Context: an optimization exercise on an open-source flow, tuned for small area, a short achievable clock period and few clock cycles per item. The choices shown serve that exercise and are no tape-out recipe. At most, simulation tests tie the RTL to the original design; equivalence was not proved. Power is estimated from default activity; no workload was simulated.

## job 3819
==> flow/design.v <==
package cache_pkg;
  localparam int ADDR_BITS = 32;           
  localparam int DATA_BITS = 32;           
  localparam int NUM_SETS  = 8;
  localparam int NUM_WAYS  = 2;
  localparam int INDEX_LSB = 2;            
  localparam int TAG_LSB   = 5;            
  localparam int INDEX_BITS = TAG_LSB - INDEX_LSB;
  localparam int TAG_BITS   = ADDR_BITS - TAG_LSB;
  typedef logic [ADDR_BITS-1:0]  addr_t;
  typedef logic [DATA_BITS-1:0]  data_t;
  typedef logic [TAG_BITS-1:0]   tag_t;
  typedef logic [INDEX_BITS-1:0] index_t;
  typedef logic [1:0]            req_type_t;
  typedef logic                  way_t;    
  localparam req_type_t REQ_READ  = 2'd0;
  localparam req_type_t REQ_WRITE = 2'd1;
  localparam req_type_t REQ_INIT  = 2'd2;   
endpackage
`timescale 1ns/1ps
module cache_top (
  input  logic                 clk,
  input  logic                 reset,
  input  logic                 proc_req,
  input  cache_pkg::req_type_t proc_type,
  input  cache_pkg::addr_t     proc_addr,
  input  cache_pkg::data_t     proc_wdata,
  output cache_pkg::data_t     proc_rdata,
  output logic                 proc_hit,
  output logic                 proc_ack,
  output logic                 mem_req,
  output logic                 mem_we,
  output cache_pkg::addr_t     mem_addr,
  output cache_pkg::data_t     mem_wdata,
  input  cache_pkg::data_t     mem_rdata,
  input  logic                 mem_ack
);
  localparam int S = cache_pkg::NUM_SETS;
  cache_pkg::tag_t  tags0 [S];
  cache_pkg::tag_t  tags1 [S];
  cache_pkg::data_t words0 [S];
  cache_pkg::data_t words1 [S];
  logic [S-1:0]     valid0, valid1, dirty0, dirty1;
  logic [S-1:0]     lru;           
  logic              st_idle;      
  logic              st_evict;     
  logic              st_evrel;     
  logic              st_refill;    
  cache_pkg::data_t  wa;           
  cache_pkg::data_t  wb;           
  logic              sel_resp;     
  logic [29:0]       maddr;        
  logic              m0_q, m1_q;   
  logic              victim_q;     
  logic              ack_q;        
  logic              commit;       
  logic              hit_q;
  logic              way_q;        
  cache_pkg::req_type_t type_q;    
  logic              dirty_we;     
  logic              tag_we;       
  cache_pkg::index_t idx;
  cache_pkg::tag_t   ptag;
  logic is_read, is_write, is_init;
  logic m0, m1, hit, victim, vdirty, evict;
  cache_pkg::tag_t  t0, t1, vtag;
  cache_pkg::data_t w0, w1, vword, oword;
  assign idx      = proc_addr[4:2];
  assign ptag     = proc_addr[31:5];
  assign is_read  = (proc_type == cache_pkg::REQ_READ);
  assign is_write = (proc_type == cache_pkg::REQ_WRITE);
  assign is_init  = proc_type[1];
  assign t0 = tags0[idx];
  assign t1 = tags1[idx];
  assign w0 = words0[idx];
  assign w1 = words1[idx];
  assign m0      = valid0[idx] && (t0 == ptag);
  assign m1      = valid1[idx] && (t1 == ptag);
  assign hit     = m0 | m1;
  assign victim  = lru[idx];
  assign vdirty  = victim ? (valid1[idx] & dirty1[idx]) : (valid0[idx] & dirty0[idx]);
  assign vtag    = victim ? t1 : t0;
  assign vword   = victim ? w1 : w0;
  assign oword   = victim ? w0 : w1;
  assign evict   = ~is_init & vdirty;
  logic go, done_now, miss_go;
  assign go       = st_idle & proc_req;
  assign done_now = go & (hit | is_init);                 
  assign miss_go  = go & ~hit & ~is_init & ~mem_ack;      
  always_ff @(posedge clk) begin
    if (reset) begin
      st_idle   <= 1'b1;
      st_evict  <= 1'b0;
      st_evrel  <= 1'b0;
      st_refill <= 1'b0;
      proc_ack  <= 1'b0;
      ack_q     <= 1'b0;
    end else begin
      st_idle   <= (st_idle & ~done_now & ~miss_go) | (proc_ack & ~proc_req);
      st_evict  <= (miss_go & vdirty) | (st_evict & ~mem_ack);
      st_evrel  <= (st_evict | st_evrel) & mem_ack;
      st_refill <= (miss_go & ~vdirty) | ((st_evrel | st_refill) & ~mem_ack);
      proc_ack  <= done_now | (st_refill & mem_ack) | (proc_ack & proc_req);
      ack_q     <= proc_ack;
    end
  end
  always_ff @(posedge clk) begin
    if (st_idle) begin
      wa          <= is_read ? oword : proc_wdata;
      wb          <= vword;
      maddr       <= {evict ? vtag : ptag, idx};
      mem_we      <= vdirty;
      type_q      <= proc_type;
      m0_q        <= m0;
      m1_q        <= m1;
      victim_q    <= victim;
      sel_resp    <= is_read & (victim ? m1 : m0);
    end
    if (st_evrel) begin
      maddr  <= {ptag, idx};
      mem_we <= 1'b0;
    end
    if (st_refill) begin
      wa       <= is_write ? proc_wdata : mem_rdata;
      sel_resp <= 1'b0;
      m0_q     <= 1'b0;
      m1_q     <= 1'b0;
    end
  end
  cache_pkg::index_t cidx;
  assign cidx = maddr[2:0];
  assign commit = proc_ack & ~ack_q;
  assign hit_q  = m0_q | m1_q;
  assign way_q  = m1_q | (~m0_q & victim_q);     
  assign dirty_we = ~((type_q == cache_pkg::REQ_READ) & hit_q);
  assign tag_we   = type_q[1] | ~hit_q;
  always_ff @(posedge clk) begin
    if (commit) begin
      if (way_q) begin
        if (tag_we)     tags1[cidx]  <= maddr[29:3];
        if (dirty_we)   words1[cidx] <= wa;
      end else begin
        if (tag_we)     tags0[cidx]  <= maddr[29:3];
        if (dirty_we)   words0[cidx] <= wa;
      end
    end
  end
  always_ff @(posedge clk) begin
    if (reset) begin
      valid0 <= '0;
      valid1 <= '0;
      dirty0 <= '0;
      dirty1 <= '0;
      lru    <= '0;
    end else if (commit) begin
      lru[cidx] <= ~way_q;
      if (way_q) begin
        valid1[cidx] <= 1'b1;
        if (dirty_we) dirty1[cidx] <= (type_q == cache_pkg::REQ_WRITE);
      end else begin
        valid0[cidx] <= 1'b1;
        if (dirty_we) dirty0[cidx] <= (type_q == cache_pkg::REQ_WRITE);
      end
    end
  end
  assign proc_rdata = sel_resp ? wb : wa;
  assign proc_hit   = hit_q & ~type_q[1];
  assign mem_req    = st_evict | st_refill;
  assign mem_wdata  = wb;
  assign mem_addr   = {maddr, 2'b00};
endmodule
export LEC_CHECK = 0
export CAP_MARGIN = 20
export CORE_MARGIN = 2
export CORE_UTILIZATION = 65
export CTS_BUF_LIST = sky130_fd_sc_hd__clkbuf_16
export CTS_CLUSTER_DIAMETER = 80
export CTS_CLUSTER_SIZE = 24
export SETUP_SLACK_MARGIN = 5
export SLEW_MARGIN = 20
export TNS_END_PERCENT = 5
export BUFFER_PORTS_ARGS = -buffer_cell sky130_fd_sc_hd__buf_2
create_clock -name core_clock -period 8.0 [get_ports {clk}]
standard.sh (not shown) runs the stock make flow with config.mk's settings and CLKGATE_MAP_FILE= SYNTH_SCRIPT=/design/flow/synth_recipe.tcl, a recipe that flattens the netlist after the stock synthesis.
==> flow/flow/run.sh <==
#!/bin/bash
# Layout flow: the standard flow (standard.sh, unchanged synthesis and
# steps) with one difference: the buffers that ORFS puts on every input and
# output port are sky130_fd_sc_hd__buf_2 instead of the default cell.
# Each tool's full output goes to a log file in the work folder.
set -euo pipefail
{
  echo ""
  echo "# own flow: port buffer cell"
  echo "export BUFFER_PORTS_ARGS = -buffer_cell sky130_fd_sc_hd__buf_2"
} >> config.mk
cp config.mk flow_config_used.mk
bash standard.sh synth > flow_synth.log 2>&1
bash standard.sh > flow_layout.log 2>&1
test -f out/final.def
Testbench counts of job 3819, summed over its fixed seeds: cycles 45,681, requests 12,000.
diff inputs: job 3819 => job 7816
- TNS_END_PERCENT: 5 -> 25
- SETUP_SLACK_MARGIN: 5 -> 4.5
### Flow results
Every stage of the flow completed for job 7816, and the final layout passed the timing, design-rule and antenna checks. Diff job 3819 -> job 7816: internal power contribution down 0.47%, clock skew up 19 ps, met3 routing resource usage after global routing down 0.30 points, final cell count without fillers down about 1.3%, detailed-route vias per instance down 1.9%. Job 7816 ends up with lower post-route total power than job 3819 does.
Input changes introduced in job 7349 (baseline for comparison: job 7816):
- TNS_END_PERCENT changed from 25 to 60
### Flow results
- Per the comparison of job 7349 with job 7816, area of all placed cells without fillers flat, setup clock skew after layout lower, combinational power moved up, achievable frequency shrank by about 4%.
- Job 7349 ended up with proc_addr[2] as its start point of the critical path; job 7816 ended up with proc_addr[3].
- The fill cell total of the finished layout number comes out higher for job 7349 vs job 7816.
- Job 7349 has met1 track demand over resource in global routing above what job 7816 had.
- Met1 wire length: job 7349 vs job 7816 down about 1.5%
- Between job 7816 and job 7349, the area fraction of clock buffers and clock inverters figures differ only marginally.
- Per the comparison of job 7349 with job 7816, clock network fraction of total power went down 0.2 points, maximum number of pins on one net before global-route repair went down 18.
### job 7349 -> job 9601
- a change of CORE_UTILIZATION from 65 to 70
- a change of TNS_END_PERCENT from 60 to 5
- a change of BUFFER_PORTS_ARGS from -buffer_cell sky130_fd_sc_hd__buf_2 to -buffer_cell sky130_fd_sc_hd__buf_1
-- flow/flow/run.sh --
<<< job 7349, line 4
# output port are sky130_fd_sc_hd__buf_2 instead of the default cell.
>>> job 9601, line 4
# output port are sky130_fd_sc_hd__buf_1 instead of the default cell.
<<< job 7349, line 10
  echo "export BUFFER_PORTS_ARGS = -buffer_cell sky130_fd_sc_hd__buf_2"
>>> job 9601, line 10
  echo "export BUFFER_PORTS_ARGS = -buffer_cell sky130_fd_sc_hd__buf_1"
==> comparison <==
Across job 7349 and job 9601, none had a timing, DRC or antenna violation.
Portion of the layout cell area used by non-clock buffers ended up 0.83 points lower on job 9601 than on job 7349.
Total power: job 9601 below job 7349
Summary of job 9601 over job 7349: time the final worst path needs with I/O delays and setup decreased by 5.7 ps relative to the old numbers; fraction of standard cell area in multi-input logic increased by 0.17 points relative to the old numbers.

========
## garnet
cache_top, a different RTL version from the one above (not shown whole).
Size in the first run: ~2,400 cells after synthesis, ~44,000 um2 of cells after synthesis.
clock: 8.0 ns
lec_check: 0
cap_margin: 20
core_margin: 2
core_utilization: 40
slew_margin: 20
run.sh (not shown) runs the stock make flow with config.mk's settings and CLKGATE_MAP_FILE= SYNTH_SCRIPT=/design/flow/synth_recipe.tcl, a recipe that flattens the netlist after the stock synthesis.
Stock flow here: none of the scripts above is used.
Looking at the reports, garnet completed the entire flow and the layout it produced met the timing, design-rule and antenna checks.
Testbench counts of garnet, summed over its fixed seeds: cycles 45,681, requests 12,000.
Edits applied to the flow inputs when going from garnet to lagoon:
- ABC_CLOCK_PERIOD_IN_PS now 3000, previously not set
- SETUP_SLACK_MARGIN now 4.5, previously not set
### Flow results
Compare garnet and lagoon | post-CTS setup-driven buffer insertion count higher: lagoon
Diff garnet..lagoon | adder and majority cell fraction of the synthesized area | unchanged
| final period utilization | higher: garnet |
The total via count after detailed routing of lagoon exceeds that of garnet by about 3%.
Comparing garnet and lagoon, the higher post-layout minimum cycle time is on garnet.
Diff garnet -> lagoon: buffer and inverter count on the worst path +3, sequential cell area share lower.

========
the reference run:
Another version of the RTL of cache_top (not shown whole).
Size: ~2600 cells after synthesis, ~1100 flip-flops, roughly 200 I/O pins, roughly 44000 sq um of cells after synthesis.
clock: 8.0 ns
lec_check: 0
abc_clock_period_in_ps: 2500
cap_margin: 20
core_margin: 2
core_utilization: 40
setup_slack_margin: 5
slew_margin: 20
## Diff of input files: the trial run against the reference run
Settings: ABC_CLOCK_PERIOD_IN_PS: 2500 -> 3000; SETUP_SLACK_MARGIN: 5 -> 4.5.
==> comparison <==
Going from the reference run to the trial run, post-placement cell count shows no meaningful change, endpoint required time on the critical path picked up an extra 0.11 ns. From the reference run to the trial run the numbers moved as follows: number of antenna violations at the first check in global routing rose 1; wire length of the first global-routing pass decreased 4.1%. Detailed route wirelength on metal3: the trial run higher than the reference run. Total chip power of the trial run is on par with the reference run. Compared with the reference run, the trial run instantiates a smaller number of cells.
Function was not checked in any run of this note: the RTL went through the layout flow alone.

========
## v6
cache_top, a different RTL version from the one above (not shown whole).
Size: about 2400 cells after synthesis, ~1100 flip-flops, about 200 I/O pins, roughly 0.045 mm^2 of cells after synthesis.
make LEC_CHECK=0 CAP_MARGIN=20 CORE_MARGIN=2 CORE_UTILIZATION=65 CTS_BUF_LIST=sky130_fd_sc_hd__clkbuf_16 CTS_CLUSTER_DIAMETER=80 CTS_CLUSTER_SIZE=24 SETUP_SLACK_MARGIN=4.5 SLEW_MARGIN=20 TNS_END_PERCENT=5 finish   # period 8.0 ns
Testbench counts of v6, summed over its fixed seeds: cycles 45,681, requests 12,000.
> inputs changed (v6 -> v7)
Settings: BUFFER_PORTS_ARGS newly set to -buffer_cell sky130_fd_sc_hd__buf_2.
==> flow/flow/run.sh (new file) <==
#!/bin/bash
# Layout flow: the standard flow (standard.sh, unchanged synthesis and
# steps) with one difference: the buffers that ORFS puts on every input and
# output port are sky130_fd_sc_hd__buf_2 instead of the default cell.
# Each tool's full output goes to a log file in the work folder.
set -euo pipefail
{
  echo ""
  echo "# own flow: port buffer cell"
  echo "export BUFFER_PORTS_ARGS = -buffer_cell sky130_fd_sc_hd__buf_2"
} >> config.mk
cp config.mk flow_config_used.mk
bash standard.sh synth > flow_synth.log 2>&1
bash standard.sh > flow_layout.log 2>&1
test -f out/final.def
==> flow/standard.sh (new file) <==
#!/bin/bash
# synth_recipe.tcl (not shown) runs the flow's synth.tcl, then flattens the netlist and writes it again
# the make line also repeats each setting of config.mk as NAME=value (left out here)
make -C /OpenROAD-flow-scripts/flow DESIGN_CONFIG=/design/flow/config.mk WORK_HOME=/design/flow/orfs CLKGATE_MAP_FILE= SYNTH_SCRIPT=/design/flow/synth_recipe.tcl "${@:-finish}"
removed: flow/run.sh
## What came out
Delta (v7 minus v6): total vias in the final route moved down; tightest hold margin level; total of clock buffers placed in the layout moved up; wire length moved down; buffer count excluding the clock tree in the final layout moved down. Going from v6 to v7, minimum clock period after layout went up; endpoint arrival time on the critical path went up. v7 ends up with lower power share of the combinational group than v6 does. Compared with v6, v7 shows a higher final worst-path cycle share. Diff v7 and v6: power higher in v6.

========
## run 1
cache_top, a different RTL version from the one above (not shown whole).
Size: roughly 2400 cells after synthesis, about 1100 flip-flops, about 200 I/O pins.
==> flow/design.v (excerpt) <==
module cache_top (
  input  logic                 clk,
  input  logic                 reset,
  input  logic                 proc_req,
  input  cache_pkg::req_type_t proc_type,
  input  cache_pkg::addr_t     proc_addr,
  input  cache_pkg::data_t     proc_wdata,
  output cache_pkg::data_t     proc_rdata,
  output logic                 proc_hit,
  output logic                 proc_ack,
  output logic                 mem_req,
  output logic                 mem_we,
  output cache_pkg::addr_t     mem_addr,
  output cache_pkg::data_t     mem_wdata,
  input  cache_pkg::data_t     mem_rdata,
  input  logic                 mem_ack
);
clock: 8.0 ns
lec_check: 0
cap_margin: 20
core_margin: 2
core_utilization: 40
cts_buf_list: sky130_fd_sc_hd__clkbuf_16
cts_cluster_diameter: 80
cts_cluster_size: 24
setup_slack_margin: 4.5
slew_margin: 20
Stock flow here: none of the scripts above is used.
Testbench counts of run 1, summed over its fixed seeds: cycles 45,681, requests 12,000.
Modified inputs, run 2 compared to run 1
Settings: swapping 4.5 for 4.3 in SETUP_SLACK_MARGIN; putting TNS_END_PERCENT at 5 where nothing was set; swapping 40 for 65 in CORE_UTILIZATION.
--- outcome ---
- | clock distribution area overhead in the final layout | run 2 vs run 1 | ≈ equal |
- Of run 1 and run 2, the run reporting the lower depth of the most critical reg-to-reg path was run 2.
- Compared run 2 vs run 1, and worst setup slack is down in run 2.
- Summary of the comparison: total iterations of the first detailed-routing run is lower in run 2, relative to run 1.
- [run 2 vs run 1] clock network fraction of total power: lower in run 2
- Count of placed standard cells including taps, run 1 and run 2: lower on run 2
- Where timing-limited maximum frequency is concerned, run 1 is better than run 2.
- Diff run 1 -> run 2: maximum fanout along the worst path has increased; global-route wire length before repair down about 8%; post-layout total power shrank by 2.1%.
- Run 2 — sequential power share 2.4 points higher, run 1 as reference
The following lists how run 3 was set up differently from run 2:
Settings: changing TNS_END_PERCENT from 5 to 10; changing SETUP_SLACK_MARGIN from 4.3 to 4.7; changing CORE_UTILIZATION from 65 to 60.
[summary]
- For the number of buffers inserted by post-CTS setup repair, run 3 came in about 80% higher than run 2 did.
- Async set-reset flop share out of synthesis came out exactly the same in run 2 and run 3.
- Side by side, smallest hold slack turned out higher in run 3 than in run 2.
- Looking at share of the final layout cell area in multi-input gates, run 3 sits 0.28 points lower than run 2 does.
- Run 3 against run 2; wire length per cell after detailed routing is up slightly.
- Slew of the pin with the lowest slew margin: run 2 and run 3 compared, lower one is run 2
The inputs of run 4 differ from those of run 3 as listed below.
Settings: swapping 4.7 for 4.5 in SETUP_SLACK_MARGIN; swapping 10 for 5 in TNS_END_PERCENT; swapping 60 for 65 in CORE_UTILIZATION.
Notes after the runs:
Between run 3 and run 4, the total number of nets in the final design is higher for run 3.
Critical path's slowest cell: sky130_fd_sc_hd__or4b_4 -> run 3, sky130_fd_sc_hd__or4_1 -> run 4
Diff run 3..run 4 | area share of fa/ha/maj cells after synthesis | unchanged
Re sequential cell fraction of total power: run 3 was lower than run 4.
Going from run 3 to run 4, final instance area shrank by a few percent.

-- re-timing with driven ports --
The flow's constraints put no driver on any port. The routed layouts listed below were extracted and timed again, unchanged, in two steps.
Step 1 sets driving cells, clkbuf_16 on the clock port and buf_2 on the other inputs (assumed; they add their load-dependent delay and slew).
Step 2 also shifts input and output timing later by t, the mid clock arrival at the registers, as if the neighbouring blocks saw the same clock.
Slacks: ideal ports / drivers / drivers and shift; pairs: ideal ports / drivers.
| run | t, ns | slack for setup (ns) | worst data-port slew with drivers (ns) | pins driven straight from the clock port |
|---|---|---|---|---|
| job 3819 | 0.707 | 4.460 / 4.046 / 3.339 | 0.55 | 1 |
| job 7816 | 0.705 | 4.408 / 4.061 / 3.357 | 0.47 | 1 |
| job 7349 | 0.699 | 4.259 / 3.987 / 3.288 | 0.42 | 1 |
| job 9601 | 0.694 | 4.265 / 4.101 / 3.408 | 0.25 | 1 |
| garnet | 0.752 | 2.206 / 2.213 / 1.461 | 0.12 | 1 |
| lagoon | 0.750 | 3.782 / 3.595 / 2.845 | 0.29 | 1 |
| the reference run | 0.736 | 3.623 / 3.230 / 2.494 | 0.59 | 1 |
| the trial run | 0.764 | 3.691 / 3.316 / 2.552 | 0.52 | 1 |
| v6 | 0.694 | 4.295 / 3.950 / 3.256 | 0.43 | 1 |
| v7 | 0.703 | 4.258 / 4.048 / 3.345 | 0.30 | 1 |
| run 1 | 0.756 | 4.251 / 3.860 / 3.104 | 0.55 | 1 |
| run 2 | 0.698 | 4.163 / 3.823 / 3.126 | 0.46 | 1 |
| run 3 | 0.705 | 4.188 / 3.978 / 3.273 | 0.35 | 1 |
| run 4 | 0.689 | 4.120 / 3.984 / 3.295 | 0.27 | 1 |
After both steps every run listed still meets setup and hold. The setup slack of run 1, which loses most, moves by -0.391 ns with the drivers and by -1.147 ns with both steps.
